Source: an optimization exercise on an open RTL-to-GDS flow (aim: small area, a short achievable clock period and few clock cycles per item). Production flows keep margins and buffers that such runs may drop.
RTL that was checked went through simulation tests only; none was proved equivalent to the original.
Only the layout flow was run in run 1; the RTL was not checked for function there.

### flow/design.v
module disk_chs_lba_translate (
  input  logic        clk_i,
  input  logic        rst_ni,
  input  logic        in_valid_i,
  output logic        in_ready_o,
  input  logic        in_func_i,
  input  logic [15:0] in_cylinder_i,
  input  logic [7:0]  in_head_i,
  input  logic [7:0]  in_sector_i,
  input  logic [31:0] in_block_i,
  input  logic        in_wide_i,
  output logic        out_valid_o,
  input  logic        out_ready_i,
  output logic [31:0] out_block_o,
  output logic [15:0] out_cylinder_o,
  output logic [7:0]  out_head_o,
  output logic [7:0]  out_sector_o,
  output logic        out_addr_valid_o,
  input  logic        cfg_valid_i,
  output logic        cfg_ready_o,
  input  logic [7:0]  cfg_index_i,
  input  logic [15:0] cfg_value_i
);
  logic [11:0] cyl_cnt_q;
  logic [7:0]  head_cnt_q;
  logic [7:0]  sec_narrow_q;
  logic [7:0]  sec_wide_q;
  logic [15:0] sh_narrow_q;    
  logic [15:0] sh_wide_q;      
  logic [9:0]  s3_narrow_q;    
  logic [9:0]  s3_wide_q;      
  logic        sh_busy_q;
  logic [2:0]  sh_bit_q;
  assign cfg_ready_o = 1'b1;
  always_ff @(posedge clk_i or negedge rst_ni) begin
    if (!rst_ni) begin
      cyl_cnt_q    <= 12'd815;
      head_cnt_q   <= 8'd19;
      sec_narrow_q <= 8'd22;
      sec_wide_q   <= 8'd20;
      s3_narrow_q  <= 10'd66;
      s3_wide_q    <= 10'd60;
    end else if (cfg_valid_i) begin
      case (cfg_index_i)
        8'd0: cyl_cnt_q    <= cfg_value_i[11:0];
        8'd1: head_cnt_q   <= cfg_value_i[7:0];
        8'd2: begin
          sec_narrow_q <= cfg_value_i[7:0];
          s3_narrow_q  <= {2'd0, cfg_value_i[7:0]} + {1'b0, cfg_value_i[7:0], 1'b0};
        end
        8'd3: begin
          sec_wide_q   <= cfg_value_i[7:0];
          s3_wide_q    <= {2'd0, cfg_value_i[7:0]} + {1'b0, cfg_value_i[7:0], 1'b0};
        end
        default: ;
      endcase
    end
  end
  logic sh_start;
  assign sh_start = cfg_valid_i && (cfg_index_i[7:2] == 6'd0) && (cfg_index_i[1:0] != 2'd0);
  always_ff @(posedge clk_i or negedge rst_ni) begin
    if (!rst_ni) begin
      sh_narrow_q <= 16'd418;
      sh_wide_q   <= 16'd380;
      sh_busy_q   <= 1'b0;
      sh_bit_q    <= 3'd7;
    end else if (sh_start) begin
      sh_narrow_q <= '0;
      sh_wide_q   <= '0;
      sh_busy_q   <= 1'b1;
      sh_bit_q    <= 3'd7;
    end else if (sh_busy_q) begin
      sh_narrow_q <= {sh_narrow_q[14:0], 1'b0}
                   + (head_cnt_q[sh_bit_q] ? {8'd0, sec_narrow_q} : 16'd0);
      sh_wide_q   <= {sh_wide_q[14:0], 1'b0}
                   + (head_cnt_q[sh_bit_q] ? {8'd0, sec_wide_q} : 16'd0);
      sh_bit_q    <= sh_bit_q - 3'd1;
      sh_busy_q   <= sh_bit_q != 3'd0;
    end
  end
  function automatic logic [16:0] div_row16(input logic [15:0] r, input logic b,
                                           input logic [15:0] d);
    logic [16:0] t, dd, g, p, bo, df;
    logic g0_1, p0_1, g0_3, p0_3, g0_5, p0_5, g0_7, p0_7;
    logic g0_9, p0_9, g0_11, p0_11, g0_13, p0_13, g0_15, p0_15;
    logic g1_2, p1_2, g1_3, p1_3, g1_6, p1_6, g1_7, p1_7;
    logic g1_10, p1_10, g1_11, p1_11, g1_14, p1_14, g1_15, p1_15;
    logic g2_4, p2_4, g2_5, p2_5, g2_6, p2_6, g2_7, p2_7;
    logic g2_12, p2_12, g2_13, p2_13, g2_14, p2_14, g2_15, p2_15;
    logic g3_8, p3_8, g3_9, p3_9, g3_10, p3_10, g3_11, p3_11;
    logic g3_12, p3_12, g3_13, p3_13, g3_14, p3_14, g3_15, p3_15;
    logic g4_16, p4_16;
    t  = {r, b};
    dd = {1'b0, d};
    g  = ~t & dd;        
    p  = ~(t ^ dd);      
    g0_1 = g[1] | (p[1] & g[0]);
    p0_1 = p[1] & p[0];
    g0_3 = g[3] | (p[3] & g[2]);
    p0_3 = p[3] & p[2];
    g0_5 = g[5] | (p[5] & g[4]);
    p0_5 = p[5] & p[4];
    g0_7 = g[7] | (p[7] & g[6]);
    p0_7 = p[7] & p[6];
    g0_9 = g[9] | (p[9] & g[8]);
    p0_9 = p[9] & p[8];
    g0_11 = g[11] | (p[11] & g[10]);
    p0_11 = p[11] & p[10];
    g0_13 = g[13] | (p[13] & g[12]);
    p0_13 = p[13] & p[12];
    g0_15 = g[15] | (p[15] & g[14]);
    p0_15 = p[15] & p[14];
    g1_2 = g[2] | (p[2] & g0_1);
    p1_2 = p[2] & p0_1;
    g1_3 = g0_3 | (p0_3 & g0_1);
    p1_3 = p0_3 & p0_1;
    g1_6 = g[6] | (p[6] & g0_5);
    p1_6 = p[6] & p0_5;
    g1_7 = g0_7 | (p0_7 & g0_5);
    p1_7 = p0_7 & p0_5;
    g1_10 = g[10] | (p[10] & g0_9);
    p1_10 = p[10] & p0_9;
    g1_11 = g0_11 | (p0_11 & g0_9);
    p1_11 = p0_11 & p0_9;
    g1_14 = g[14] | (p[14] & g0_13);
    p1_14 = p[14] & p0_13;
    g1_15 = g0_15 | (p0_15 & g0_13);
    p1_15 = p0_15 & p0_13;
    g2_4 = g[4] | (p[4] & g1_3);
    p2_4 = p[4] & p1_3;
    g2_5 = g0_5 | (p0_5 & g1_3);
    p2_5 = p0_5 & p1_3;
    g2_6 = g1_6 | (p1_6 & g1_3);
    p2_6 = p1_6 & p1_3;
    g2_7 = g1_7 | (p1_7 & g1_3);
    p2_7 = p1_7 & p1_3;
    g2_12 = g[12] | (p[12] & g1_11);
    p2_12 = p[12] & p1_11;
    g2_13 = g0_13 | (p0_13 & g1_11);
    p2_13 = p0_13 & p1_11;
    g2_14 = g1_14 | (p1_14 & g1_11);
    p2_14 = p1_14 & p1_11;
    g2_15 = g1_15 | (p1_15 & g1_11);
    p2_15 = p1_15 & p1_11;
    g3_8 = g[8] | (p[8] & g2_7);
    p3_8 = p[8] & p2_7;
    g3_9 = g0_9 | (p0_9 & g2_7);
    p3_9 = p0_9 & p2_7;
    g3_10 = g1_10 | (p1_10 & g2_7);
    p3_10 = p1_10 & p2_7;
    g3_11 = g1_11 | (p1_11 & g2_7);
    p3_11 = p1_11 & p2_7;
    g3_12 = g2_12 | (p2_12 & g2_7);
    p3_12 = p2_12 & p2_7;
    g3_13 = g2_13 | (p2_13 & g2_7);
    p3_13 = p2_13 & p2_7;
    g3_14 = g2_14 | (p2_14 & g2_7);
    p3_14 = p2_14 & p2_7;
    g3_15 = g2_15 | (p2_15 & g2_7);
    p3_15 = p2_15 & p2_7;
    g4_16 = g[16] | (p[16] & g3_15);
    p4_16 = p[16] & p3_15;
    bo[0] = g[0];
    bo[1] = g0_1;
    bo[2] = g1_2;
    bo[3] = g1_3;
    bo[4] = g2_4;
    bo[5] = g2_5;
    bo[6] = g2_6;
    bo[7] = g2_7;
    bo[8] = g3_8;
    bo[9] = g3_9;
    bo[10] = g3_10;
    bo[11] = g3_11;
    bo[12] = g3_12;
    bo[13] = g3_13;
    bo[14] = g3_14;
    bo[15] = g3_15;
    bo[16] = g4_16;
    df[0] = t[0] ^ dd[0];
    for (int i = 1; i <= 16; i++) df[i] = t[i] ^ dd[i] ^ bo[i-1];
    div_row16 = bo[16] ? {1'b0, t[15:0]} : {1'b1, df[15:0]};
  endfunction
  function automatic logic [8:0] cmpsub10(input logic [9:0] t, input logic [9:0] d);
    logic [9:0] g, p, bo, df;
    logic g0_1, p0_1, g0_3, p0_3, g0_5, p0_5, g0_7, p0_7;
    logic g0_9, p0_9, g1_2, p1_2, g1_3, p1_3, g1_6, p1_6;
    logic g1_7, p1_7, g2_4, p2_4, g2_5, p2_5, g2_6, p2_6;
    logic g2_7, p2_7, g3_8, p3_8, g3_9, p3_9;
    g = ~t & d;
    p = ~(t ^ d);
    g0_1 = g[1] | (p[1] & g[0]);
    p0_1 = p[1] & p[0];
    g0_3 = g[3] | (p[3] & g[2]);
    p0_3 = p[3] & p[2];
    g0_5 = g[5] | (p[5] & g[4]);
    p0_5 = p[5] & p[4];
    g0_7 = g[7] | (p[7] & g[6]);
    p0_7 = p[7] & p[6];
    g0_9 = g[9] | (p[9] & g[8]);
    p0_9 = p[9] & p[8];
    g1_2 = g[2] | (p[2] & g0_1);
    p1_2 = p[2] & p0_1;
    g1_3 = g0_3 | (p0_3 & g0_1);
    p1_3 = p0_3 & p0_1;
    g1_6 = g[6] | (p[6] & g0_5);
    p1_6 = p[6] & p0_5;
    g1_7 = g0_7 | (p0_7 & g0_5);
    p1_7 = p0_7 & p0_5;
    g2_4 = g[4] | (p[4] & g1_3);
    p2_4 = p[4] & p1_3;
    g2_5 = g0_5 | (p0_5 & g1_3);
    p2_5 = p0_5 & p1_3;
    g2_6 = g1_6 | (p1_6 & g1_3);
    p2_6 = p1_6 & p1_3;
    g2_7 = g1_7 | (p1_7 & g1_3);
    p2_7 = p1_7 & p1_3;
    g3_8 = g[8] | (p[8] & g2_7);
    p3_8 = p[8] & p2_7;
    g3_9 = g0_9 | (p0_9 & g2_7);
    p3_9 = p0_9 & p2_7;
    bo[0] = g[0];
    bo[1] = g0_1;
    bo[2] = g1_2;
    bo[3] = g1_3;
    bo[4] = g2_4;
    bo[5] = g2_5;
    bo[6] = g2_6;
    bo[7] = g2_7;
    bo[8] = g3_8;
    bo[9] = g3_9;
    df[0] = t[0] ^ d[0];
    for (int i = 1; i < 10; i++) df[i] = t[i] ^ d[i] ^ bo[i-1];
    cmpsub10 = {~bo[9], df[7:0]};
  endfunction
  function automatic logic [9:0] div_row8r4(input logic [7:0] r, input logic [1:0] b,
                                            input logic [7:0] d, input logic [9:0] d3);
    logic [9:0] t;
    logic [8:0] c1, c2, c3;
    t  = {r, b};
    c1 = cmpsub10(t, {2'd0, d});
    c2 = cmpsub10(t, {1'b0, d, 1'b0});
    c3 = cmpsub10(t, d3);
    if (c3[8])      div_row8r4 = {2'd3, c3[7:0]};
    else if (c2[8]) div_row8r4 = {2'd2, c2[7:0]};
    else if (c1[8]) div_row8r4 = {2'd1, c1[7:0]};
    else            div_row8r4 = {2'd0, t[7:0]};
  endfunction
  logic [15:0] vld_q;
  logic       en;
  logic       skid_full_q;
  logic       out_vld_q;
  logic       en_out;
  assign en          = ~skid_full_q;
  assign en_out      = ~out_vld_q | out_ready_i;
  assign in_ready_o  = en & ~sh_busy_q;
  assign out_valid_o = out_vld_q;
  always_ff @(posedge clk_i or negedge rst_ni) begin
    if (!rst_ni) begin
      vld_q       <= '0;
      skid_full_q <= 1'b0;
      out_vld_q   <= 1'b0;
    end else begin
      if (en) begin
        vld_q <= {vld_q[14:0], in_valid_i & ~sh_busy_q};
      end
      if (skid_full_q) begin
        skid_full_q <= ~en_out;
      end else begin
        skid_full_q <= vld_q[15] & ~en_out;
      end
      if (en_out) begin
        out_vld_q <= skid_full_q | vld_q[15];
      end
    end
  end
  logic        func_in, wide_in, bad_in;
  logic [27:0] w_in;
  logic [7:0]  s_in;
  logic [15:0] sh_in;
  assign s_in  = in_wide_i ? sec_wide_q : sec_narrow_q;
  assign sh_in = in_wide_i ? sh_wide_q : sh_narrow_q;
  always_comb begin
    func_in = in_func_i;
    wide_in = in_wide_i;
    if (in_func_i) begin
      bad_in = in_block_i[31:12] >= {4'd0, sh_in};
      w_in   = in_block_i[27:0];
    end else begin
      bad_in = !((in_cylinder_i < {4'd0, cyl_cnt_q}) && (in_head_i < head_cnt_q)
                 && (in_sector_i < s_in));
      w_in   = {in_cylinder_i[11:0], in_head_i, in_sector_i};
    end
  end
  logic        func_c0, wide_c0, bad_c0;
  logic [27:0] w_c0;
  always_comb begin
    logic [7:0]  s_k;
    logic [15:0] sh_k;
    logic [27:0] v, f;
    logic [16:0] d16;
    logic [9:0]  d8;
    logic [9:0]  s3_k;
    func_c0 = func_in;
    wide_c0 = wide_in;
    bad_c0  = bad_in;
    s_k  = wide_in ? sec_wide_q : sec_narrow_q;
    sh_k = wide_in ? sh_wide_q : sh_narrow_q;
    s3_k = wide_in ? s3_wide_q : s3_narrow_q;
    v    = w_in;
    f    = '0;
    d16  = '0;
    d8   = '0;
    w_c0 = v;
  end
  logic        func_q0, wide_q0, bad_q0;
  logic [27:0] w_q0;
  always_ff @(posedge clk_i) begin
    if (en) begin
      func_q0 <= func_c0;
      wide_q0 <= wide_c0;
      bad_q0  <= bad_c0;
      w_q0    <= w_c0;
    end
  end
  logic        func_c1, wide_c1, bad_c1;
  logic [27:0] w_c1;
  always_comb begin
    logic [7:0]  s_k;
    logic [15:0] sh_k;
    logic [27:0] v, f;
    logic [16:0] d16;
    logic [9:0]  d8;
    logic [9:0]  s3_k;
    func_c1 = func_q0;
    wide_c1 = wide_q0;
    bad_c1  = bad_q0;
    s_k  = wide_q0 ? sec_wide_q : sec_narrow_q;
    sh_k = wide_q0 ? sh_wide_q : sh_narrow_q;
    s3_k = wide_q0 ? s3_wide_q : s3_narrow_q;
    v    = w_q0;
    f    = '0;
    d16  = '0;
    d8   = '0;
    d16 = div_row16(v[27:12], v[11], sh_k);
    v   = {(d16[16] && func_q0) ? d16[15:0] : v[26:11], v[10:0], func_q0 ? d16[16] : v[27]};
    w_c1 = v;
  end
  logic        func_q1, wide_q1, bad_q1;
  logic [27:0] w_q1;
  always_ff @(posedge clk_i) begin
    if (en) begin
      func_q1 <= func_c1;
      wide_q1 <= wide_c1;
      bad_q1  <= bad_c1;
      w_q1    <= w_c1;
    end
  end
  logic        func_c2, wide_c2, bad_c2;
  logic [27:0] w_c2;
  always_comb begin
    logic [7:0]  s_k;
    logic [15:0] sh_k;
    logic [27:0] v, f;
    logic [16:0] d16;
    logic [9:0]  d8;
    logic [9:0]  s3_k;
    func_c2 = func_q1;
    wide_c2 = wide_q1;
    bad_c2  = bad_q1;
    s_k  = wide_q1 ? sec_wide_q : sec_narrow_q;
    sh_k = wide_q1 ? sh_wide_q : sh_narrow_q;
    s3_k = wide_q1 ? s3_wide_q : s3_narrow_q;
    v    = w_q1;
    f    = '0;
    d16  = '0;
    d8   = '0;
    d16 = div_row16(v[27:12], v[11], sh_k);
    v   = {(d16[16] && func_q1) ? d16[15:0] : v[26:11], v[10:0], func_q1 ? d16[16] : v[27]};
    if (!func_q1) begin
      f = {w_q1[0], w_q1[27], w_q1[26], w_q1[25], w_q1[24], w_q1[23], w_q1[22], w_q1[21], w_q1[20], w_q1[19], w_q1[18], w_q1[17], w_q1[16], w_q1[15], w_q1[14], w_q1[13], w_q1[12], w_q1[11], w_q1[10], w_q1[9], w_q1[8], w_q1[7], w_q1[6], w_q1[5], w_q1[4], w_q1[3], w_q1[2], w_q1[1]};
      f = {f[27:10], 10'(f[8+:2] * s_k) + 10'(f[7:0])};
      v = {f[25], f[24], f[23], f[22], f[21], f[20], f[19], f[18], f[17], f[16], f[15], f[14], f[13], f[12], f[11], f[10], f[9], f[8], f[7], f[6], f[5], f[4], f[3], f[2], f[1], f[0], f[27], f[26]};
    end
    w_c2 = v;
  end
  logic        func_q2, wide_q2, bad_q2;
  logic [27:0] w_q2;
  always_ff @(posedge clk_i) begin
    if (en) begin
      func_q2 <= func_c2;
      wide_q2 <= wide_c2;
      bad_q2  <= bad_c2;
      w_q2    <= w_c2;
    end
  end
  logic        func_c3, wide_c3, bad_c3;
  logic [27:0] w_c3;
  always_comb begin
    logic [7:0]  s_k;
    logic [15:0] sh_k;
    logic [27:0] v, f;
    logic [16:0] d16;
    logic [9:0]  d8;
    logic [9:0]  s3_k;
    func_c3 = func_q2;
    wide_c3 = wide_q2;
    bad_c3  = bad_q2;
    s_k  = wide_q2 ? sec_wide_q : sec_narrow_q;
    sh_k = wide_q2 ? sh_wide_q : sh_narrow_q;
    s3_k = wide_q2 ? s3_wide_q : s3_narrow_q;
    v    = w_q2;
    f    = '0;
    d16  = '0;
    d8   = '0;
    d16 = div_row16(v[27:12], v[11], sh_k);
    v   = {(d16[16] && func_q2) ? d16[15:0] : v[26:11], v[10:0], func_q2 ? d16[16] : v[27]};
    if (!func_q2) begin
      f = {w_q2[1], w_q2[0], w_q2[27], w_q2[26], w_q2[25], w_q2[24], w_q2[23], w_q2[22], w_q2[21], w_q2[20], w_q2[19], w_q2[18], w_q2[17], w_q2[16], w_q2[15], w_q2[14], w_q2[13], w_q2[12], w_q2[11], w_q2[10], w_q2[9], w_q2[8], w_q2[7], w_q2[6], w_q2[5], w_q2[4], w_q2[3], w_q2[2]};
      f = {f[27:12], 10'(f[10+:2] * s_k) + 10'(f[9:2]), f[1:0]};
      v = {f[24], f[23], f[22], f[21], f[20], f[19], f[18], f[17], f[16], f[15], f[14], f[13], f[12], f[11], f[10], f[9], f[8], f[7], f[6], f[5], f[4], f[3], f[2], f[1], f[0], f[27], f[26], f[25]};
    end
    w_c3 = v;
  end
  logic        func_q3, wide_q3, bad_q3;
  logic [27:0] w_q3;
  always_ff @(posedge clk_i) begin
    if (en) begin
      func_q3 <= func_c3;
      wide_q3 <= wide_c3;
      bad_q3  <= bad_c3;
      w_q3    <= w_c3;
    end
  end
  logic        func_c4, wide_c4, bad_c4;
  logic [27:0] w_c4;
  always_comb begin
    logic [7:0]  s_k;
    logic [15:0] sh_k;
    logic [27:0] v, f;
    logic [16:0] d16;
    logic [9:0]  d8;
    logic [9:0]  s3_k;
    func_c4 = func_q3;
    wide_c4 = wide_q3;
    bad_c4  = bad_q3;
    s_k  = wide_q3 ? sec_wide_q : sec_narrow_q;
    sh_k = wide_q3 ? sh_wide_q : sh_narrow_q;
    s3_k = wide_q3 ? s3_wide_q : s3_narrow_q;
    v    = w_q3;
    f    = '0;
    d16  = '0;
    d8   = '0;
    d16 = div_row16(v[27:12], v[11], sh_k);
    v   = {(d16[16] && func_q3) ? d16[15:0] : v[26:11], v[10:0], func_q3 ? d16[16] : v[27]};
    if (!func_q3) begin
      f = {w_q3[2], w_q3[1], w_q3[0], w_q3[27], w_q3[26], w_q3[25], w_q3[24], w_q3[23], w_q3[22], w_q3[21], w_q3[20], w_q3[19], w_q3[18], w_q3[17], w_q3[16], w_q3[15], w_q3[14], w_q3[13], w_q3[12], w_q3[11], w_q3[10], w_q3[9], w_q3[8], w_q3[7], w_q3[6], w_q3[5], w_q3[4], w_q3[3]};
      f = {f[27:14], 10'(f[12+:2] * s_k) + 10'(f[11:4]), f[3:0]};
      v = {f[23], f[22], f[21], f[20], f[19], f[18], f[17], f[16], f[15], f[14], f[13], f[12], f[11], f[10], f[9], f[8], f[7], f[6], f[5], f[4], f[3], f[2], f[1], f[0], f[27], f[26], f[25], f[24]};
    end
    w_c4 = v;
  end
  logic        func_q4, wide_q4, bad_q4;
  logic [27:0] w_q4;
  always_ff @(posedge clk_i) begin
    if (en) begin
      func_q4 <= func_c4;
      wide_q4 <= wide_c4;
      bad_q4  <= bad_c4;
      w_q4    <= w_c4;
    end
  end
  logic        func_c5, wide_c5, bad_c5;
  logic [27:0] w_c5;
  always_comb begin
    logic [7:0]  s_k;
    logic [15:0] sh_k;
    logic [27:0] v, f;
    logic [16:0] d16;
    logic [9:0]  d8;
    logic [9:0]  s3_k;
    func_c5 = func_q4;
    wide_c5 = wide_q4;
    bad_c5  = bad_q4;
    s_k  = wide_q4 ? sec_wide_q : sec_narrow_q;
    sh_k = wide_q4 ? sh_wide_q : sh_narrow_q;
    s3_k = wide_q4 ? s3_wide_q : s3_narrow_q;
    v    = w_q4;
    f    = '0;
    d16  = '0;
    d8   = '0;
    d16 = div_row16(v[27:12], v[11], sh_k);
    v   = {(d16[16] && func_q4) ? d16[15:0] : v[26:11], v[10:0], func_q4 ? d16[16] : v[27]};
    if (!func_q4) begin
      f = {w_q4[3], w_q4[2], w_q4[1], w_q4[0], w_q4[27], w_q4[26], w_q4[25], w_q4[24], w_q4[23], w_q4[22], w_q4[21], w_q4[20], w_q4[19], w_q4[18], w_q4[17], w_q4[16], w_q4[15], w_q4[14], w_q4[13], w_q4[12], w_q4[11], w_q4[10], w_q4[9], w_q4[8], w_q4[7], w_q4[6], w_q4[5], w_q4[4]};
      f = {f[27:16], 10'(f[14+:2] * s_k) + 10'(f[13:6]), f[5:0]};
      v = {f[22], f[21], f[20], f[19], f[18], f[17], f[16], f[15], f[14], f[13], f[12], f[11], f[10], f[9], f[8], f[7], f[6], f[5], f[4], f[3], f[2], f[1], f[0], f[27], f[26], f[25], f[24], f[23]};
    end
    w_c5 = v;
  end
  logic        func_q5, wide_q5, bad_q5;
  logic [27:0] w_q5;
  always_ff @(posedge clk_i) begin
    if (en) begin
      func_q5 <= func_c5;
      wide_q5 <= wide_c5;
      bad_q5  <= bad_c5;
      w_q5    <= w_c5;
    end
  end
  logic        func_c6, wide_c6, bad_c6;
  logic [27:0] w_c6;
  always_comb begin
    logic [7:0]  s_k;
    logic [15:0] sh_k;
    logic [27:0] v, f;
    logic [16:0] d16;
    logic [9:0]  d8;
    logic [9:0]  s3_k;
    func_c6 = func_q5;
    wide_c6 = wide_q5;
    bad_c6  = bad_q5;
    s_k  = wide_q5 ? sec_wide_q : sec_narrow_q;
    sh_k = wide_q5 ? sh_wide_q : sh_narrow_q;
    s3_k = wide_q5 ? s3_wide_q : s3_narrow_q;
    v    = w_q5;
    f    = '0;
    d16  = '0;
    d8   = '0;
    d16 = div_row16(v[27:12], v[11], sh_k);
    v   = {(d16[16] && func_q5) ? d16[15:0] : v[26:11], v[10:0], func_q5 ? d16[16] : v[27]};
    if (!func_q5) begin
      f = {w_q5[4], w_q5[3], w_q5[2], w_q5[1], w_q5[0], w_q5[27], w_q5[26], w_q5[25], w_q5[24], w_q5[23], w_q5[22], w_q5[21], w_q5[20], w_q5[19], w_q5[18], w_q5[17], w_q5[16], w_q5[15], w_q5[14], w_q5[13], w_q5[12], w_q5[11], w_q5[10], w_q5[9], w_q5[8], w_q5[7], w_q5[6], w_q5[5]};
      f = {f[27:18], 18'(f[16+:2] * sh_k) + 18'(f[15:0])};
      v = {f[21], f[20], f[19], f[18], f[17], f[16], f[15], f[14], f[13], f[12], f[11], f[10], f[9], f[8], f[7], f[6], f[5], f[4], f[3], f[2], f[1], f[0], f[27], f[26], f[25], f[24], f[23], f[22]};
    end
    w_c6 = v;
  end
  logic        func_q6, wide_q6, bad_q6;
  logic [27:0] w_q6;
  always_ff @(posedge clk_i) begin
    if (en) begin
      func_q6 <= func_c6;
      wide_q6 <= wide_c6;
      bad_q6  <= bad_c6;
      w_q6    <= w_c6;
    end
  end
  logic        func_c7, wide_c7, bad_c7;
  logic [27:0] w_c7;
  always_comb begin
    logic [7:0]  s_k;
    logic [15:0] sh_k;
    logic [27:0] v, f;
    logic [16:0] d16;
    logic [9:0]  d8;
    logic [9:0]  s3_k;
    func_c7 = func_q6;
    wide_c7 = wide_q6;
    bad_c7  = bad_q6;
    s_k  = wide_q6 ? sec_wide_q : sec_narrow_q;
    sh_k = wide_q6 ? sh_wide_q : sh_narrow_q;
    s3_k = wide_q6 ? s3_wide_q : s3_narrow_q;
    v    = w_q6;
    f    = '0;
    d16  = '0;
    d8   = '0;
    d16 = div_row16(v[27:12], v[11], sh_k);
    v   = {(d16[16] && func_q6) ? d16[15:0] : v[26:11], v[10:0], func_q6 ? d16[16] : v[27]};
    if (!func_q6) begin
      f = {w_q6[5], w_q6[4], w_q6[3], w_q6[2], w_q6[1], w_q6[0], w_q6[27], w_q6[26], w_q6[25], w_q6[24], w_q6[23], w_q6[22], w_q6[21], w_q6[20], w_q6[19], w_q6[18], w_q6[17], w_q6[16], w_q6[15], w_q6[14], w_q6[13], w_q6[12], w_q6[11], w_q6[10], w_q6[9], w_q6[8], w_q6[7], w_q6[6]};
      f = {f[27:20], 18'(f[18+:2] * sh_k) + 18'(f[17:2]), f[1:0]};
      v = {f[20], f[19], f[18], f[17], f[16], f[15], f[14], f[13], f[12], f[11], f[10], f[9], f[8], f[7], f[6], f[5], f[4], f[3], f[2], f[1], f[0], f[27], f[26], f[25], f[24], f[23], f[22], f[21]};
    end
    w_c7 = v;
  end
  logic        func_q7, wide_q7, bad_q7;
  logic [27:0] w_q7;
  always_ff @(posedge clk_i) begin
    if (en) begin
      func_q7 <= func_c7;
      wide_q7 <= wide_c7;
      bad_q7  <= bad_c7;
      w_q7    <= w_c7;
    end
  end
  logic        func_c8, wide_c8, bad_c8;
  logic [27:0] w_c8;
  always_comb begin
    logic [7:0]  s_k;
    logic [15:0] sh_k;
    logic [27:0] v, f;
    logic [16:0] d16;
    logic [9:0]  d8;
    logic [9:0]  s3_k;
    func_c8 = func_q7;
    wide_c8 = wide_q7;
    bad_c8  = bad_q7;
    s_k  = wide_q7 ? sec_wide_q : sec_narrow_q;
    sh_k = wide_q7 ? sh_wide_q : sh_narrow_q;
    s3_k = wide_q7 ? s3_wide_q : s3_narrow_q;
    v    = w_q7;
    f    = '0;
    d16  = '0;
    d8   = '0;
    d16 = div_row16(v[27:12], v[11], sh_k);
    v   = {(d16[16] && func_q7) ? d16[15:0] : v[26:11], v[10:0], func_q7 ? d16[16] : v[27]};
    if (!func_q7) begin
      f = {w_q7[6], w_q7[5], w_q7[4], w_q7[3], w_q7[2], w_q7[1], w_q7[0], w_q7[27], w_q7[26], w_q7[25], w_q7[24], w_q7[23], w_q7[22], w_q7[21], w_q7[20], w_q7[19], w_q7[18], w_q7[17], w_q7[16], w_q7[15], w_q7[14], w_q7[13], w_q7[12], w_q7[11], w_q7[10], w_q7[9], w_q7[8], w_q7[7]};
      f = {f[27:22], 18'(f[20+:2] * sh_k) + 18'(f[19:4]), f[3:0]};
      v = {f[19], f[18], f[17], f[16], f[15], f[14], f[13], f[12], f[11], f[10], f[9], f[8], f[7], f[6], f[5], f[4], f[3], f[2], f[1], f[0], f[27], f[26], f[25], f[24], f[23], f[22], f[21], f[20]};
    end
    w_c8 = v;
  end
  logic        func_q8, wide_q8, bad_q8;
  logic [27:0] w_q8;
  always_ff @(posedge clk_i) begin
    if (en) begin
      func_q8 <= func_c8;
      wide_q8 <= wide_c8;
      bad_q8  <= bad_c8;
      w_q8    <= w_c8;
    end
  end
  logic        func_c9, wide_c9, bad_c9;
  logic [27:0] w_c9;
  always_comb begin
    logic [7:0]  s_k;
    logic [15:0] sh_k;
    logic [27:0] v, f;
    logic [16:0] d16;
    logic [9:0]  d8;
    logic [9:0]  s3_k;
    func_c9 = func_q8;
    wide_c9 = wide_q8;
    bad_c9  = bad_q8;
    s_k  = wide_q8 ? sec_wide_q : sec_narrow_q;
    sh_k = wide_q8 ? sh_wide_q : sh_narrow_q;
    s3_k = wide_q8 ? s3_wide_q : s3_narrow_q;
    v    = w_q8;
    f    = '0;
    d16  = '0;
    d8   = '0;
    d16 = div_row16(v[27:12], v[11], sh_k);
    v   = {(d16[16] && func_q8) ? d16[15:0] : v[26:11], v[10:0], func_q8 ? d16[16] : v[27]};
    if (!func_q8) begin
      f = {w_q8[7], w_q8[6], w_q8[5], w_q8[4], w_q8[3], w_q8[2], w_q8[1], w_q8[0], w_q8[27], w_q8[26], w_q8[25], w_q8[24], w_q8[23], w_q8[22], w_q8[21], w_q8[20], w_q8[19], w_q8[18], w_q8[17], w_q8[16], w_q8[15], w_q8[14], w_q8[13], w_q8[12], w_q8[11], w_q8[10], w_q8[9], w_q8[8]};
      f = {f[27:24], 18'(f[22+:2] * sh_k) + 18'(f[21:6]), f[5:0]};
      v = {f[18], f[17], f[16], f[15], f[14], f[13], f[12], f[11], f[10], f[9], f[8], f[7], f[6], f[5], f[4], f[3], f[2], f[1], f[0], f[27], f[26], f[25], f[24], f[23], f[22], f[21], f[20], f[19]};
    end
    w_c9 = v;
  end
  logic        func_q9, wide_q9, bad_q9;
  logic [27:0] w_q9;
  always_ff @(posedge clk_i) begin
    if (en) begin
      func_q9 <= func_c9;
      wide_q9 <= wide_c9;
      bad_q9  <= bad_c9;
      w_q9    <= w_c9;
    end
  end
  logic        func_c10, wide_c10, bad_c10;
  logic [27:0] w_c10;
  always_comb begin
    logic [7:0]  s_k;
    logic [15:0] sh_k;
    logic [27:0] v, f;
    logic [16:0] d16;
    logic [9:0]  d8;
    logic [9:0]  s3_k;
    func_c10 = func_q9;
    wide_c10 = wide_q9;
    bad_c10  = bad_q9;
    s_k  = wide_q9 ? sec_wide_q : sec_narrow_q;
    sh_k = wide_q9 ? sh_wide_q : sh_narrow_q;
    s3_k = wide_q9 ? s3_wide_q : s3_narrow_q;
    v    = w_q9;
    f    = '0;
    d16  = '0;
    d8   = '0;
    d16 = div_row16(v[27:12], v[11], sh_k);
    v   = {(d16[16] && func_q9) ? d16[15:0] : v[26:11], v[10:0], func_q9 ? d16[16] : v[27]};
    if (!func_q9) begin
      f = {w_q9[8], w_q9[7], w_q9[6], w_q9[5], w_q9[4], w_q9[3], w_q9[2], w_q9[1], w_q9[0], w_q9[27], w_q9[26], w_q9[25], w_q9[24], w_q9[23], w_q9[22], w_q9[21], w_q9[20], w_q9[19], w_q9[18], w_q9[17], w_q9[16], w_q9[15], w_q9[14], w_q9[13], w_q9[12], w_q9[11], w_q9[10], w_q9[9]};
      f = {f[27:26], 18'(f[24+:2] * sh_k) + 18'(f[23:8]), f[7:0]};
      v = {f[17], f[16], f[15], f[14], f[13], f[12], f[11], f[10], f[9], f[8], f[7], f[6], f[5], f[4], f[3], f[2], f[1], f[0], f[27], f[26], f[25], f[24], f[23], f[22], f[21], f[20], f[19], f[18]};
    end
    w_c10 = v;
  end
  logic        func_q10, wide_q10, bad_q10;
  logic [27:0] w_q10;
  always_ff @(posedge clk_i) begin
    if (en) begin
      func_q10 <= func_c10;
      wide_q10 <= wide_c10;
      bad_q10  <= bad_c10;
      w_q10    <= w_c10;
    end
  end
  logic        func_c11, wide_c11, bad_c11;
  logic [27:0] w_c11;
  always_comb begin
    logic [7:0]  s_k;
    logic [15:0] sh_k;
    logic [27:0] v, f;
    logic [16:0] d16;
    logic [9:0]  d8;
    logic [9:0]  s3_k;
    func_c11 = func_q10;
    wide_c11 = wide_q10;
    bad_c11  = bad_q10;
    s_k  = wide_q10 ? sec_wide_q : sec_narrow_q;
    sh_k = wide_q10 ? sh_wide_q : sh_narrow_q;
    s3_k = wide_q10 ? s3_wide_q : s3_narrow_q;
    v    = w_q10;
    f    = '0;
    d16  = '0;
    d8   = '0;
    d16 = div_row16(v[27:12], v[11], sh_k);
    v   = {(d16[16] && func_q10) ? d16[15:0] : v[26:11], v[10:0], func_q10 ? d16[16] : v[27]};
    if (!func_q10) begin
      f = {w_q10[9], w_q10[8], w_q10[7], w_q10[6], w_q10[5], w_q10[4], w_q10[3], w_q10[2], w_q10[1], w_q10[0], w_q10[27], w_q10[26], w_q10[25], w_q10[24], w_q10[23], w_q10[22], w_q10[21], w_q10[20], w_q10[19], w_q10[18], w_q10[17], w_q10[16], w_q10[15], w_q10[14], w_q10[13], w_q10[12], w_q10[11], w_q10[10]};
      f = {18'(f[26+:2] * sh_k) + 18'(f[25:10]), f[9:0]};
      v = {f[16], f[15], f[14], f[13], f[12], f[11], f[10], f[9], f[8], f[7], f[6], f[5], f[4], f[3], f[2], f[1], f[0], f[27], f[26], f[25], f[24], f[23], f[22], f[21], f[20], f[19], f[18], f[17]};
    end
    w_c11 = v;
  end
  logic        func_q11, wide_q11, bad_q11;
  logic [27:0] w_q11;
  always_ff @(posedge clk_i) begin
    if (en) begin
      func_q11 <= func_c11;
      wide_q11 <= wide_c11;
      bad_q11  <= bad_c11;
      w_q11    <= w_c11;
    end
  end
  logic        func_c12, wide_c12, bad_c12;
  logic [27:0] w_c12;
  always_comb begin
    logic [7:0]  s_k;
    logic [15:0] sh_k;
    logic [27:0] v, f;
    logic [16:0] d16;
    logic [9:0]  d8;
    logic [9:0]  s3_k;
    func_c12 = func_q11;
    wide_c12 = wide_q11;
    bad_c12  = bad_q11;
    s_k  = wide_q11 ? sec_wide_q : sec_narrow_q;
    sh_k = wide_q11 ? sh_wide_q : sh_narrow_q;
    s3_k = wide_q11 ? s3_wide_q : s3_narrow_q;
    v    = w_q11;
    f    = '0;
    d16  = '0;
    d8   = '0;
    d16 = div_row16(v[27:12], v[11], sh_k);
    v   = {(d16[16] && func_q11) ? d16[15:0] : v[26:11], v[10:0], func_q11 ? d16[16] : v[27]};
    w_c12 = v;
  end
  logic        func_q12, wide_q12, bad_q12;
  logic [27:0] w_q12;
  always_ff @(posedge clk_i) begin
    if (en) begin
      func_q12 <= func_c12;
      wide_q12 <= wide_c12;
      bad_q12  <= bad_c12;
      w_q12    <= w_c12;
    end
  end
  logic        func_c13, wide_c13, bad_c13;
  logic [27:0] w_c13;
  always_comb begin
    logic [7:0]  s_k;
    logic [15:0] sh_k;
    logic [27:0] v, f;
    logic [16:0] d16;
    logic [9:0]  d8;
    logic [9:0]  s3_k;
    func_c13 = func_q12;
    wide_c13 = wide_q12;
    bad_c13  = bad_q12;
    s_k  = wide_q12 ? sec_wide_q : sec_narrow_q;
    sh_k = wide_q12 ? sh_wide_q : sh_narrow_q;
    s3_k = wide_q12 ? s3_wide_q : s3_narrow_q;
    v    = w_q12;
    f    = '0;
    d16  = '0;
    d8   = '0;
    bad_c13 = bad_q12 | (func_q12 && !(v[11:0] < cyl_cnt_q));
    v   = {v[11:0], v[27:12]};
    d8  = div_row8r4(v[15:8], v[7:6], s_k, s3_k);
    v   = {v[27:16], (d8[9:8] != 2'd0 && func_q12) ? d8[7:0] : v[13:6], v[5:0], func_q12 ? d8[9:8] : v[15:14]};
    w_c13 = v;
  end
  logic        func_q13, wide_q13, bad_q13;
  logic [27:0] w_q13;
  always_ff @(posedge clk_i) begin
    if (en) begin
      func_q13 <= func_c13;
      wide_q13 <= wide_c13;
      bad_q13  <= bad_c13;
      w_q13    <= w_c13;
    end
  end
  logic        func_c14, wide_c14, bad_c14;
  logic [27:0] w_c14;
  always_comb begin
    logic [7:0]  s_k;
    logic [15:0] sh_k;
    logic [27:0] v, f;
    logic [16:0] d16;
    logic [9:0]  d8;
    logic [9:0]  s3_k;
    func_c14 = func_q13;
    wide_c14 = wide_q13;
    bad_c14  = bad_q13;
    s_k  = wide_q13 ? sec_wide_q : sec_narrow_q;
    sh_k = wide_q13 ? sh_wide_q : sh_narrow_q;
    s3_k = wide_q13 ? s3_wide_q : s3_narrow_q;
    v    = w_q13;
    f    = '0;
    d16  = '0;
    d8   = '0;
    d8  = div_row8r4(v[15:8], v[7:6], s_k, s3_k);
    v   = {v[27:16], (d8[9:8] != 2'd0 && func_q13) ? d8[7:0] : v[13:6], v[5:0], func_q13 ? d8[9:8] : v[15:14]};
    w_c14 = v;
  end
  logic        func_q14, wide_q14, bad_q14;
  logic [27:0] w_q14;
  always_ff @(posedge clk_i) begin
    if (en) begin
      func_q14 <= func_c14;
      wide_q14 <= wide_c14;
      bad_q14  <= bad_c14;
      w_q14    <= w_c14;
    end
  end
  logic        func_c15, wide_c15, bad_c15;
  logic [27:0] w_c15;
  always_comb begin
    logic [7:0]  s_k;
    logic [15:0] sh_k;
    logic [27:0] v, f;
    logic [16:0] d16;
    logic [9:0]  d8;
    logic [9:0]  s3_k;
    func_c15 = func_q14;
    wide_c15 = wide_q14;
    bad_c15  = bad_q14;
    s_k  = wide_q14 ? sec_wide_q : sec_narrow_q;
    sh_k = wide_q14 ? sh_wide_q : sh_narrow_q;
    s3_k = wide_q14 ? s3_wide_q : s3_narrow_q;
    v    = w_q14;
    f    = '0;
    d16  = '0;
    d8   = '0;
    d8  = div_row8r4(v[15:8], v[7:6], s_k, s3_k);
    v   = {v[27:16], (d8[9:8] != 2'd0 && func_q14) ? d8[7:0] : v[13:6], v[5:0], func_q14 ? d8[9:8] : v[15:14]};
    w_c15 = v;
  end
  logic        func_q15, wide_q15, bad_q15;
  logic [27:0] w_q15;
  always_ff @(posedge clk_i) begin
    if (en) begin
      func_q15 <= func_c15;
      wide_q15 <= wide_c15;
      bad_q15  <= bad_c15;
      w_q15    <= w_c15;
    end
  end
  logic        func_e, wide_e, bad_e;
  logic [27:0] w_e;
  always_comb begin
    logic [7:0]  s_k;
    logic [15:0] sh_k;
    logic [27:0] v, f;
    logic [16:0] d16;
    logic [9:0]  d8;
    logic [9:0]  s3_k;
    func_e = func_q15;
    wide_e = wide_q15;
    bad_e  = bad_q15;
    s_k  = wide_q15 ? sec_wide_q : sec_narrow_q;
    sh_k = wide_q15 ? sh_wide_q : sh_narrow_q;
    s3_k = wide_q15 ? s3_wide_q : s3_narrow_q;
    v    = w_q15;
    f    = '0;
    d16  = '0;
    d8   = '0;
    d8  = div_row8r4(v[15:8], v[7:6], s_k, s3_k);
    v   = {v[27:16], (d8[9:8] != 2'd0 && func_q15) ? d8[7:0] : v[13:6], v[5:0], func_q15 ? d8[9:8] : v[15:14]};
    w_e = v;
  end
  logic        skid_func_q, skid_bad_q;
  logic [27:0] skid_w_q;
  logic        func_o, ok_o;
  logic [27:0] w_o;
  logic [27:0] blk_o;
  always_ff @(posedge clk_i) begin
    if (!skid_full_q) begin
      skid_func_q <= func_e;
      skid_bad_q  <= bad_e;
      skid_w_q    <= w_e;
    end
  end
  assign func_o = skid_full_q ? skid_func_q : func_e;
  assign ok_o   = !(skid_full_q ? skid_bad_q : bad_e);
  assign w_o    = skid_full_q ? skid_w_q : w_e;
  assign blk_o  = {w_o[27], w_o[26], w_o[25], w_o[24], w_o[23], w_o[22], w_o[21], w_o[20], w_o[19], w_o[18], w_o[17], w_o[16], w_o[7], w_o[6], w_o[5], w_o[4], w_o[3], w_o[2], w_o[1], w_o[0], w_o[15], w_o[14], w_o[13], w_o[12], w_o[11], w_o[10], w_o[9], w_o[8]};
  always_ff @(posedge clk_i) begin
    if (en_out) begin
      out_block_o      <= '0;
      out_cylinder_o   <= '0;
      out_head_o       <= '0;
      out_sector_o     <= '0;
      out_addr_valid_o <= ok_o;
      if (!func_o) begin
        out_block_o <= ok_o ? {4'd0, blk_o} : '1;
      end else if (ok_o) begin
        out_cylinder_o <= {4'd0, w_o[27:16]};
        out_head_o     <= w_o[7:0];
        out_sector_o   <= w_o[15:8];
      end else begin
        out_cylinder_o <= '1;
        out_head_o     <= '1;
        out_sector_o   <= '1;
      end
    end
  end
endmodule
### flow/constraint.sdc
create_clock -name core_clock -period 9.0 [get_ports {clk_i}]
set_input_delay 1.8000 -clock core_clock [delete_from_list [all_inputs] [get_ports {clk_i}]]
set_output_delay 1.8000 -clock core_clock [all_outputs]
set_load 0.01 [all_outputs]
### flow/run.sh
#!/bin/bash
# synth_recipe.tcl (not shown) runs the flow's synth.tcl, then flattens the netlist and writes it again
# the make line also repeats each setting of config.mk as NAME=value (left out here)
make -C /OpenROAD-flow-scripts/flow DESIGN_CONFIG=/design/flow/config.mk WORK_HOME=/design/flow/orfs CLKGATE_MAP_FILE= SYNTH_SCRIPT=/design/flow/synth_recipe.tcl finish
### flow/config.mk
export PLATFORM = sky130hd
export DESIGN_NAME = disk_chs_lba_translate
export DESIGN_NICKNAME = disk_chs_lba_translate
export VERILOG_FILES = /design/flow/design.v
export SDC_FILE = /design/flow/constraint.sdc
export NUM_CORES = 4
export LEC_CHECK = 0
export CAP_MARGIN = 20
export CORE_MARGIN = 2
export CORE_UTILIZATION = 40
export SETUP_SLACK_MARGIN = 5
export SLEW_MARGIN = 20
==> key figures, run 1 <==
Outcome
  – Outcome: timing/DRC/antenna clean

Detailed routing
  – First-pass iteration count of the detailed router: 5
  – Vias/cell: 5.39
  – ANT nets after route: 0
  – Top Layer Used: met5
  – Met2 wire length: 67300 um
  – Via count: 39800
  – Routed len/inst: 20.0 um
  – Met1 Wirelength: 68400 um
  – WL final: 148000 um
  – Initial DRC count: 2788
  – Residual DRC: 0
  – Wire length on met3: 7400 um

STA
  – # setup viols final: 0
  – Relative slew slack: 31.6%
  – Hold WS: 0.391 ns
  – Hold violation total from the final report: 0
  – Min Tclk post-route: 4.09 ns
  – Worst slew pin tran: 1.03 ns
  – Unrepaired setup endpoints after global routing: yes
  – Clk_skew: 0.0336 ns
  – Setup TNS Final: 0 ns
  – Pins Over Slew Limit: 0
  – Final Cycle Share: 45.4%
  – Max Fclk: 245 MHz

Clocking
  – Clock Sinks: 693
  – Htree depth: 3
  – Clock transition at path regs: 0.06 ns
  – Worst skew pair latency: 0.68 ns
  – CTS tree: yes
  – Post-CTS Hold Buffers: 0
  – Clock root buffer: clkbuf_16
  – CTS Buf Count: 80
  – Clock Path Buffers: 3

Job
  – Max_cap viols: 0

Yosys
  – Top cell type's share of synthesized area: 30.6%
  – Post-synthesis mux area share: 11.9%
  – Post-synth top area cell: edfxtp_1
  – Synth Area in Compound Gates: 12.4%
  – Post-synth EDFFs: 555
  – Cell area after synthesis: 54500 um2
  – Synth area leaders: edfxtp_1 31%, ha_1 11%, mux2_2 8.2%
  – Synth Instances: 5289
  – Top_reg_cell synth: edfxtp_1
  – FF+latch count, synth: 693
  – Cell variety after synth: 98
  – Avg Cell Area, Syn: 10.3 um2
  – Adder-cell share of the synthesized area: 19.0%
  – Largest family of logic cells by synthesized area: adder cells
  – Post-Synth Simple-Gate Area: 9.56%
  – Sequential share of the synthesized area: 36.7%
  – Async set-or-reset flop fraction in the synthesized netlist: 15.6%
  – Xor and xnor area share after synthesis: 4.34%
  – Synth Net Count: 6087
  – Ys Warns: 1

Critical path
  – Crit path launch type: input port
  – CP cell instances: clkdlybuf4s50_1, or4b_2, nor4_2, nand2_1, mux2_2
  – Worst EP arrival: 4.65 ns
  – Setup crit end kind: flip-flop
  – Critical-path top delay cell: nand2_1
  – Largest stage delay, worst path: 0.74 ns
  – Largest delay share family, worst path: simple AND/OR/NAND/NOR gates
  – Worst path required time: 9.56 ns
  – Critical path fanouts, max: 15
  – Crit path kind: in2reg
  – WP buf/inv: 1

Finish
  – Layout cell share with drive strength beyond 1: 17.8%
  – Area growth, synth to finish: 16.1%
  – Commonest non-fill, non-tap cell in the layout: inv_1
  – Biggest register: out_block_o
  – Commonest non-fill, non-tap cells in the layout: 631 x inv_1, 555 x edfxtp_1, 483 x ha_1
  – Nets: 6331
  – Max reg flops: 29

Floorplan
  – Die H: 373 um
  – Total Die Area: 139000 um2
  – I/O pin cnt: 163
  – FP Rows: 135
  – Chip Width: 373 um
  – Core area: 135000 um2
  – Starting density of the core: 40.3%

Global routing
  – GRT Util Overall: 20.7%
  – Total grt overflow: 0
  – Vias in the first global route: 38900
  – First-pass GRT wire length: 226000 um
  – Largest net degree at the start of global routing: 98
  – Initial antenna violation count: 4

Place
  – Detailed placement HPWL: 104000 um
  – GPL Wtd Cong: 0.890
  – Port Buffers: 157

Hold path
  – HP Class: reg2reg
-- cell type report --
cell class,count,area [um2]
antenna,1,2.50
inverter,639,2410
fill,12400,72000
tap,1781,2230
timing repair buffer,378,3510
sequential,693,20100
clock buffer,94,2060
multi-input combinational,3741,32300
clock inverter,56,683
-- per-layer routing --
metal,up-vias,GRT usage (%)
met3,231,2.80
met5,-,0
met1,19400,28.7
met2,978,33.3
met4,4,6.60
li1,19100,-
-- path summary, 6_finish.rpt --
| kind | from | endpoint | slack, ns | cells past startpoint |
|---|---|---|---|---|
| min in group asynchronous | rst_ni | s3_narrow_q[8] | 1.13 | 1 |
| setup / recovery | cfg_index_i[4] | cyl_cnt_q[10] | 4.91 | 5 |
| setup reg to reg | sh_wide_q[0] | w_q6[16] | 4.98 | 17 |
| max in group asynchronous | rst_ni | sh_wide_q[0] | 6.38 | 2 |
| hold / removal | w_q3[1] | w_q4[2] | 0.39 | 0 |
| hold reg to reg | w_q3[1] | w_q4[2] | 0.39 | 0 |
-- Yosys cell counts, types with 51 or more instances --
cell and count:
mux2i_1 195, edfxtp_1 555, o21ai_0 255, inv_1 636, ha_1 492, nor3_1 85, fa_1 211, nand2_1 455
a21o_1 107, a21oi_1 241, xor2_1 106, xnor2_1 164, mux2_2 397, clkbuf_1 177, dfrtp_1 74, nor2b_1 69
a211oi_1 52, o21a_1 51, nor2_1 286
-- kinds of logic after synthesis --
group / after synthesis
AO/OA/AOI/OAI: 1026
buffers and inverters: 859
other: 1
XOR/XNOR: 270
multiplexers: 594
AND/OR/NAND/NOR: 1143
adder cells (fa/ha/maj): 703
flip-flops: 693
-- worst register-to-register path, delay by kind of cell (launching register included) --
| family | cells | cell delay, ns |
|---|---|---|
| flip-flops | 1 | 0.48 |
| buffers and inverters | 6 | 0.77 |
| adder cells (fa/ha/maj) | 2 | 0.56 |
| AO/OA/AOI/OAI | 6 | 1.38 |
| multiplexers | 3 | 0.54 |
-- what timing repair did --
| item | CTS | global route |
|---|---|---|
| endpoints found under the setup margin | 269 | 200 |
| resized for setup | 139 | 151 |
| setup buffers | 98 | 62 |
| gates cloned | 1 | 3 |
| endpoints found under the hold margin | 0 | 0 |
| pin swaps | 41 | 87 |
-- metrics by stage --
| stage | setup WS, ns | instance area, um2 | utilization [%] | std cells |
|---|---|---|---|---|
| floorplan | 5.00 | 54500 | - | 5289 |
| global placement | 3.83 | 57900 | 42.8 | 7068 |
| detailed placement | 3.87 | 57900 | 42.8 | 7068 |
| CTS | 4.86 | 62100 | 45.9 | 7317 |
| global route | 4.81 | 63300 | 46.8 | 7383 |
| finish | 4.91 | 63300 | 46.8 | 7383 |
==> inputs of run 2 (changes only) <==
--- a/flow/design.v
+++ b/flow/design.v
@@ -278,6 +278,2 @@
   logic [27:0] w_in;
-  logic [7:0]  s_in;
-  logic [15:0] sh_in;
-  assign s_in  = in_wide_i ? sec_wide_q : sec_narrow_q;
-  assign sh_in = in_wide_i ? sh_wide_q : sh_narrow_q;
   always_comb begin
@@ -286,3 +282,4 @@
     if (in_func_i) begin
-      bad_in = in_block_i[31:12] >= {4'd0, sh_in};
+      bad_in = in_wide_i ? (in_block_i[31:12] >= {4'd0, sh_wide_q})
+                         : (in_block_i[31:12] >= {4'd0, sh_narrow_q});
       w_in   = in_block_i[27:0];
@@ -290,3 +287,3 @@
       bad_in = !((in_cylinder_i < {4'd0, cyl_cnt_q}) && (in_head_i < head_cnt_q)
-                 && (in_sector_i < s_in));
+                 && (in_wide_i ? (in_sector_i < sec_wide_q) : (in_sector_i < sec_narrow_q)));
       w_in   = {in_cylinder_i[11:0], in_head_i, in_sector_i};
--- a/flow/config.mk
+++ b/flow/config.mk
@@ -10,3 +10,3 @@
 export CORE_UTILIZATION = 40
-export SETUP_SLACK_MARGIN = 5
+export SETUP_SLACK_MARGIN = 4.5
 export SLEW_MARGIN = 20
==> run 2 against run 1 <==
- global-route usage up 0.31 points
- critical path depth rose by 11
- first-iteration DRC count rose by 4.4%
- count of clock-buffer cells in the layout rose by 7
- synthesized cell count increased by 6.2%
- final area decreased by 4.0%
- setup slack worse by 0.33 ns
- non-clock buffer count is 97 lower
- utilization is 1.2 points lower
- register-to-register slack lost 0.40 ns
- critical endpoint is now w_q7[25]
- highest routed layer unchanged
==> key figures, run 2 <==
Detailed routing
  – Routed len/inst: 19.2 um (-4.3%)
  – Residual DRC: 0 (unchanged)
  – Vias/cell: 5.36 (-0.48%)
  – Initial DRC count: 2911 (+4.4%)
  – ANT nets after route: 0 (unchanged)
  – Via count: 40600 (+2.2%)
  – First-pass iteration count of the detailed router: 8 (+3)
  – WL final: 145000 um (-1.8%)

Critical path
  – Critical R2R Launch: sh_narrow_q[8]
  – Reg2reg end: w_q7[25]
  – Largest stage delay, worst path: 0.56 ns (-0.18 ns)
  – Worst path required time: 9.40 ns (-0.16 ns)
  – Worst r2r path cells: 16 (-1)
  – R2r setup slk: 4.58 ns (-0.40 ns)
  – Crit path kind: reg2reg
  – Crit path launch type: flip-flop
  – Setup crit end kind: flip-flop
  – CP cell instances: inv_1, buf_4, o21ai_0, nand2_1, fa_1, inv_1, ha_1, and3_1, a21oi_1, o31ai_1, o41a_1, a31oi_1, o21bai_1, a21oi_1, xnor2_1, o21ai_0
  – Critical-path top delay cell: o21ai_0
  – Critical path fanouts, max: 16 (+1)
  – Worst EP arrival: 4.82 ns (+0.17 ns)

Global routing
  – GRT Util Overall: 21.0% (+0.31 points)
  – Initial antenna violation count: 2 (-2)
  – Largest net degree at the start of global routing: 184 (+88%)
  – Total grt overflow: 0 (unchanged)
  – First-pass GRT wire length: 224000 um (-0.65%)
  – Vias in the first global route: 39100 (+0.38%)

Finish
  – Layout cell share with drive strength beyond 1: 9.43% (-8.3 points)
  – Commonest non-fill, non-tap cell in the layout: inv_1
  – Register area: 20000 um2 (-0.21%)
  – Multi-input logic area: 30400 um2 (-5.9%)
  – Area growth, synth to finish: 12.8%
  – Biggest register: out_block_o
  – Max reg flops: 29 (unchanged)
  – FILL cells: 12600 (+1.7%)
  – Commonest non-fill, non-tap cells in the layout: 700 x inv_1, 696 x nand2_1, 555 x edfxtp_1
  – Post-Layout Inst Area: 60800 um2 (-4.0%)
  – Nets: 6562 (+3.6%)
  – Final core utilization: 45.5% (-1.2 points)
  – Cell Count, Final, Fillers Out: 7579 (+2.7%)
  – # diodes: 0 (-1)

Yosys
  – Post-synth EDFFs: 555 (unchanged)
  – Synth Net Count: 6436 (+5.7%)
  – Async set-or-reset flop fraction in the synthesized netlist: 15.6% (unchanged)
  – Synth Instances: 5615 (+6.2%)
  – Cell area after synthesis: 53800 um2 (-1.2%)
  – Cell variety after synth: 98 (unchanged)
  – Cell with the most instances after synthesis: inv_1
  – Sequential share of the synthesized area: 37.2% (+0.44 points)
  – Top_reg_cell synth: edfxtp_1
  – Synth area leaders: edfxtp_1 31%, ha_1 12%, fa_1 7.8%
  – Avg Cell Area, Syn: 9.59 um2 (-6.9%)
  – Top cells by count, synth: 701 x inv_1, 697 x nand2_1, 555 x edfxtp_1
  – FF+latch count, synth: 693 (unchanged)
  – Post-synth top area cell: edfxtp_1
  – Top cell type's share of synthesized area: 31.0% (+0.36 points)
  – Ys Warns: 1 (unchanged)

Clocking
  – Clock Sinks: 693 (unchanged)
  – Clock transition at path regs: 0.06 ns (about the same)
  – Clock Path Buffers: 3 (unchanged)
  – Clock root buffer: clkbuf_16
  – Post-CTS Hold Buffers: 0 (unchanged)
  – Htree depth: 3 (unchanged)
  – CTS Buf Count: 82 (+2.5%)
  – Worst skew pair latency: 0.70 ns (+0.02 ns)
  – CTS tree: yes

Job
  – Max_cap viols: 0 (unchanged)

Hold path
  – Hold Path Depth: 0 (unchanged)
  – Hold endpoint: w_q7[1]
  – HP Class: reg2reg
  – Hold_sp: w_q6[0]

Floorplan
  – FP Rows: 134 (-0.74%)
  – Chip Width: 371 um (-0.58%)
  – I/O pin cnt: 163 (unchanged)
  – Core area: 133000 um2 (-1.4%)
  – Die H: 371 um (-0.58%)
  – Starting density of the core: 40.3% (+0.074 points)
  – Total Die Area: 138000 um2 (-1.2%)

Place
  – Port Buffers: 157 (unchanged)
  – Detailed placement HPWL: 106000 um (+2.2%)
  – Placed Area: 57200 um2 (-1.1%)
  – Post-Place Cells: 7369 (+4.3%)
  – GPL Wtd Cong: 0.901 (+1.3%)

STA
  – Hold violation total from the final report: 0 (unchanged)
  – Setup TNS Final: 0 ns (unchanged)
  – Final Cycle Share: 49.1% (+3.7 points)
  – # setup viols final: 0 (unchanged)
  – Max Fclk: 226 MHz (-7.6%)
  – Pins Over Slew Limit: 0 (unchanged)
  – Hold WS: 0.395 ns (+0.00382 ns)
  – Clk_skew: 0.0517 ns (+0.0181 ns)
  – Min Tclk post-route: 4.42 ns (+0.334 ns)
  – Worst slew pin tran: 1.07 ns (+0.0467 ns)
  – Unrepaired setup endpoints after global routing: yes
  – Relative slew slack: 28.3% (-3.3 points)

Outcome
  – Outcome: timing/DRC/antenna clean
run 2: stage by stage:
stage / setup slack (ns)
after global routing: 4.22
final: 4.58
after floorplan: 4.87
after global placement: 3.51
after CTS: 4.50
after detailed placement: 3.48
run 2: worst max-delay path by stage:
stage	slack [ns]	start	endpoint	depth (start not counted)
after floorplan	4.87	wide_q10	w_q11[10]	15
after global placement	3.51	wide_q10	w_q11[20]	12
after detailed placement	3.48	wide_q10	w_q11[20]	12
after CTS	4.50	sec_narrow_q[2]	w_q14[0]	10
after global routing	4.22	sh_narrow_q[2]	w_q7[26]	15
final	4.58	sh_narrow_q[8]	w_q7[25]	16
run 2: layer usage:
layer  global-route usage [%]  vias to the layer above  part of all wire, %
met2                     33.7                     1114                   45
met3                     3.14                      268                  6.0
met1                     29.0                    19600                   46
met4                     6.92                        2                  3.5
li1                         -                    19700                    -
met5                        0                        -               0.0076
run 2: cell type report:
| cell class | instances | area share, % |
|---|---|---|
| well taps | 1768 | 3.64 |
| flip-flops and latches | 693 | 33.0 |
| clock inverters | 53 | 0.986 |
| inverters | 710 | 4.44 |
| clock buffers | 101 | 3.72 |
| repair buffers | 281 | 4.23 |
| multi-input cells | 3973 | 50.0 |
run 2: timing repair:
action	in CTS	in global routing
resized for setup	32	37
pin swaps	3	10
endpoints found under the setup margin	123	158
buffers inserted	17	39
run 2: critical path, delay by kind of cell (launching register included):
kind / cells / cell delay, ns
compound gates: 8 / 1.85
fa+ha+maj: 2 / 0.88
flops: 1 / 0.55
simple gates: 2 / 0.37
buf+inv: 3 / 0.31
xor+xnor: 1 / 0.13
run 2: cells by family after synthesis:
logic type / synth area share (%)
simple gates: 11.0
buf+inv: 6.76
other cells: 0.00696
flops: 37.2
compound gates: 15.6
fa+ha+maj: 19.8
xor+xnor: 4.49
mux: 5.21
Testbench counts of run 2, summed over its fixed seeds: cycles 12,182, items 12,000.
==> inputs of run 3 (changes only) <==
--- a/flow/config.mk
+++ b/flow/config.mk
@@ -10,3 +10,3 @@
 export CORE_UTILIZATION = 40
-export SETUP_SLACK_MARGIN = 4.5
+export SETUP_SLACK_MARGIN = 5
 export SLEW_MARGIN = 20
==> run 3 against run 2 <==
- first-iteration DRC count up 23%
- non-clock buffer count increased by 100
- register-to-register slack improved by 0.42 ns
- sequential share of layout area decreased by 0.97 points
- highest routed layer unchanged
==> key figures, run 3 <==
Critical path
  – Worst r2r path cells: 17 (+1)
  – CP startpoint: wide_q6
  – Critical R2R Launch: wide_q6
  – Worst EP arrival: 4.39 ns (-0.43 ns)
  – Crit path to: w_q7[25]
  – Critical path fanouts, max: 9 (-7)
  – Worst path required time: 9.39 ns (about the same)
  – Reg2reg end: w_q7[25]
  – Crit path kind: reg2reg
  – Setup crit end kind: flip-flop
  – R2r setup slk: 5.00 ns (+0.42 ns)
  – Crit path launch type: flip-flop

Clocking
  – Clock root buffer: clkbuf_16
  – Worst skew pair latency: 0.69 ns (about the same)
  – Clock transition at path regs: 0.06 ns (about the same)
  – Clock Path Buffers: 3 (unchanged)
  – Htree depth: 3 (unchanged)
  – Clock Sinks: 693 (unchanged)
  – Post-CTS Hold Buffers: 0 (unchanged)
  – CTS tree: yes
  – CTS Buf Count: 79 (-3.7%)

Yosys
  – Largest family of logic cells by synthesized area: adder cells
  – Ys Warns: 1 (unchanged)
  – Cell with the most instances after synthesis: inv_1
  – Sequential share of the synthesized area: 37.2% (unchanged)
  – Xor and xnor area share after synthesis: 4.49% (unchanged)
  – Async set-or-reset flop fraction in the synthesized netlist: 15.6% (unchanged)
  – Avg Cell Area, Syn: 9.59 um2 (unchanged)
  – Cell area after synthesis: 53800 um2 (unchanged)
  – Top_reg_cell synth: edfxtp_1
  – Post-synth EDFFs: 555 (unchanged)
  – Post-Synth Simple-Gate Area: 11.0% (unchanged)
  – FF+latch count, synth: 693 (unchanged)
  – Adder-cell share of the synthesized area: 19.8% (unchanged)
  – Synth Net Count: 6436 (unchanged)
  – Cell variety after synth: 98 (unchanged)
  – Top cell type's share of synthesized area: 31.0% (unchanged)
  – Post-synthesis mux area share: 5.21% (unchanged)
  – Synth Instances: 5615 (unchanged)
  – Top cells by count, synth: 701 x inv_1, 697 x nand2_1, 555 x edfxtp_1
  – Synth area leaders: edfxtp_1 31%, ha_1 12%, fa_1 7.8%
  – Post-synth top area cell: edfxtp_1
  – Synth Area in Compound Gates: 15.6% (unchanged)

Place
  – GPL Wtd Cong: 0.921 (+2.2%)
  – Post-Place Cells: 7371 (+0.027%)
  – Setup Slack @ Placement: 3.65 ns (+0.172 ns)
  – Detailed placement HPWL: 107000 um (+0.57%)
  – Port Buffers: 157 (unchanged)

Hold path
  – HP Class: reg2reg

Finish
  – Area growth, synth to finish: 16.4%
  – Commonest non-fill, non-tap cell in the layout: inv_1
  – Max reg flops: 29 (unchanged)
  – Commonest non-fill, non-tap cells in the layout: 695 x inv_1, 691 x nand2_1, 555 x edfxtp_1
  – Nets: 6664 (+1.6%)
  – Biggest register: out_block_o
  – Cell Count, Final, Fillers Out: 7677 (+1.3%)
  – Final core utilization: 47.0% (+1.4 points)
  – Layout cell share with drive strength beyond 1: 13.4% (+4.0 points)

Outcome
  – Outcome: timing/DRC/antenna clean

Detailed routing
  – Initial DRC count: 3572 (+23%)
  – Residual DRC: 0 (unchanged)
  – Via count: 41400 (+1.9%)
  – Vias/cell: 5.40 (+0.61%)
  – ANT nets after route: 0 (unchanged)
  – First-pass iteration count of the detailed router: 6 (-2)
  – Routed len/inst: 19.6 um (+2.1%)
  – WL final: 150000 um (+3.4%)

Global routing
  – Largest net degree at the start of global routing: 175 (-4.9%)
  – Initial antenna violation count: 6 (+4)
  – Vias in the first global route: 40000 (+2.3%)
  – First-pass GRT wire length: 229000 um (+2.2%)
  – Total grt overflow: 0 (unchanged)
  – GRT Util Overall: 21.5% (+0.45 points)

STA
  – Clk_skew: 0.0483 ns (-0.00342 ns)
  – Hold violation total from the final report: 0 (unchanged)
  – Worst slew pin tran: 0.984 ns (-0.0892 ns)
  – Worst setup margin: 5.00 ns (+0.424 ns)
  – # setup viols final: 0 (unchanged)
  – Setup TNS Final: 0 ns (unchanged)
  – Max Fclk: 250 MHz (+11%)
  – Final Cycle Share: 44.4% (-4.7 points)
  – Relative slew slack: 34.3% (+6.1 points)
  – Pins Over Slew Limit: 0 (unchanged)
  – Min Tclk post-route: 4.00 ns (-0.424 ns)
  – Unrepaired setup endpoints after global routing: yes

Floorplan
  – Chip Width: 371 um (unchanged)
  – Core area: 133000 um2 (unchanged)
  – FP Rows: 134 (unchanged)
  – Starting density of the core: 40.3% (unchanged)
  – Die H: 371 um (unchanged)
  – Total Die Area: 138000 um2 (unchanged)
  – I/O pin cnt: 163 (unchanged)

Job
  – Max_cap viols: 0 (unchanged)
-- run 3: cell counts after synthesis --
Identical to the previous run, type by type.
-- run 3: worst max-delay path, stage by stage, from the launching register on --
cell	delay, ns
edfxtp_1	0.47
buf_4	0.20
buf_12	0.14
buf_4	0.15
o21ai_4	0.20
nand2_1	0.10
fa_1	0.51
inv_1	0.04
ha_2	0.30
and3_1	0.18
a21oi_2	0.17
o31ai_4	0.11
o41a_1	0.42
a31oi_2	0.24
o21bai_1	0.11
a21oi_1	0.17
xnor2_1	0.14
o21ai_1	0.07
-- run 3: layout make-up --
cell class | instances | area, um2
Inverter | 710 | 2710
Multi-Input combinational cell | 3978 | 31400
Sequential cell | 693 | 20000
Antenna cell | 2 | 5.00
Clock inverter | 43 | 504
Fill cell | 12500 | 70800
Timing Repair Buffer | 381 | 3600
Clock buffer | 102 | 2220
Tap cell | 1768 | 2210
-- run 3: per-layer routing --
metal  wire length [um]  global-route usage [%]
met1              68000                    29.7
met2              68300                    34.9
met3               9200                    2.91
met4               4770                    6.31
met5                  8                       0
-- run 3: kinds of logic after synthesis --
| group | Yosys count |
|---|---|
| adder cells (fa/ha/maj) | 726 |
| flip-flops | 693 |
| AO/OA/AOI/OAI | 1355 |
| AND/OR/NAND/NOR | 1359 |
| multiplexers | 256 |
| XOR/XNOR | 276 |
| other | 1 |
| buffers and inverters | 949 |
-- run 3: worst min-delay path by stage --
stage,cells after the start,end,start,slack [ns]
2_1_floorplan,0,bad_q1,bad_q0,0.40
3_3_place_gp,0,w_q7[5],w_q6[4],0.40
3_5_place_dp,0,bad_q3,bad_q2,0.40
4_1_cts,0,w_q7[4],w_q6[3],0.38
5_1_grt,0,w_q7[4],w_q6[3],0.40
6_report,0,w_q7[4],w_q6[3],0.39
-- run 3: repair_timing --
item,in CTS,in global routing
setup buffers,84,68
cloned,1,6
hold endpoints to repair,0,0
resized for setup,198,178
endpoints found under the setup margin,276,220
pin swaps,42,76
-- run 3: through the flow --
stage	hold WS, ns	cell area [um2]
after global routing	0.396	62700
after global placement	0.401	57200
after CTS	0.384	61400
after detailed placement	0.405	57200
after floorplan	0.400	53900
final	0.386	62700

## port drivers added, routing unchanged
No port has a modelled driver above. Below, the same layouts with a new extraction and two added sets of constraints. Step 1 (the two cells are an assumption about what drives the block):
set clk [get_ports {clk_i}]
set_driving_cell -lib_cell sky130_fd_sc_hd__clkbuf_16 $clk
set_driving_cell -lib_cell sky130_fd_sc_hd__buf_2 [delete_from_list [all_inputs] $clk]
Step 2 times the ports against the registers' clock, not the clock port: input delays grow and output delays shrink by t, the midpoint of the rising clock arrivals with the driver on. Three values: ideal ports, drivers, drivers and shift; two values: the first two.
| run | shift t [ns] | slack for setup (ns) | slew at the worst register clock pin (ns) | worst slew at a driven data input, ns | pins driven straight from the clock port |
|---|---|---|---|---|---|
| run 1 | 0.742 | 4.914 / 4.960 / 4.217 | 0.07 / 0.07 | 0.09 | 1 |
| run 2 | 0.752 | 4.580 / 4.580 / 3.948 | 0.06 / 0.06 | 0.12 | 1 |
| run 3 | 0.750 | 5.004 / 5.004 / 4.432 | 0.07 / 0.07 | 0.11 | 1 |
After both steps every run listed still meets setup and hold. The setup slack of run 1, which loses most, moves by +0.046 ns with the drivers and by -0.697 ns with both steps.
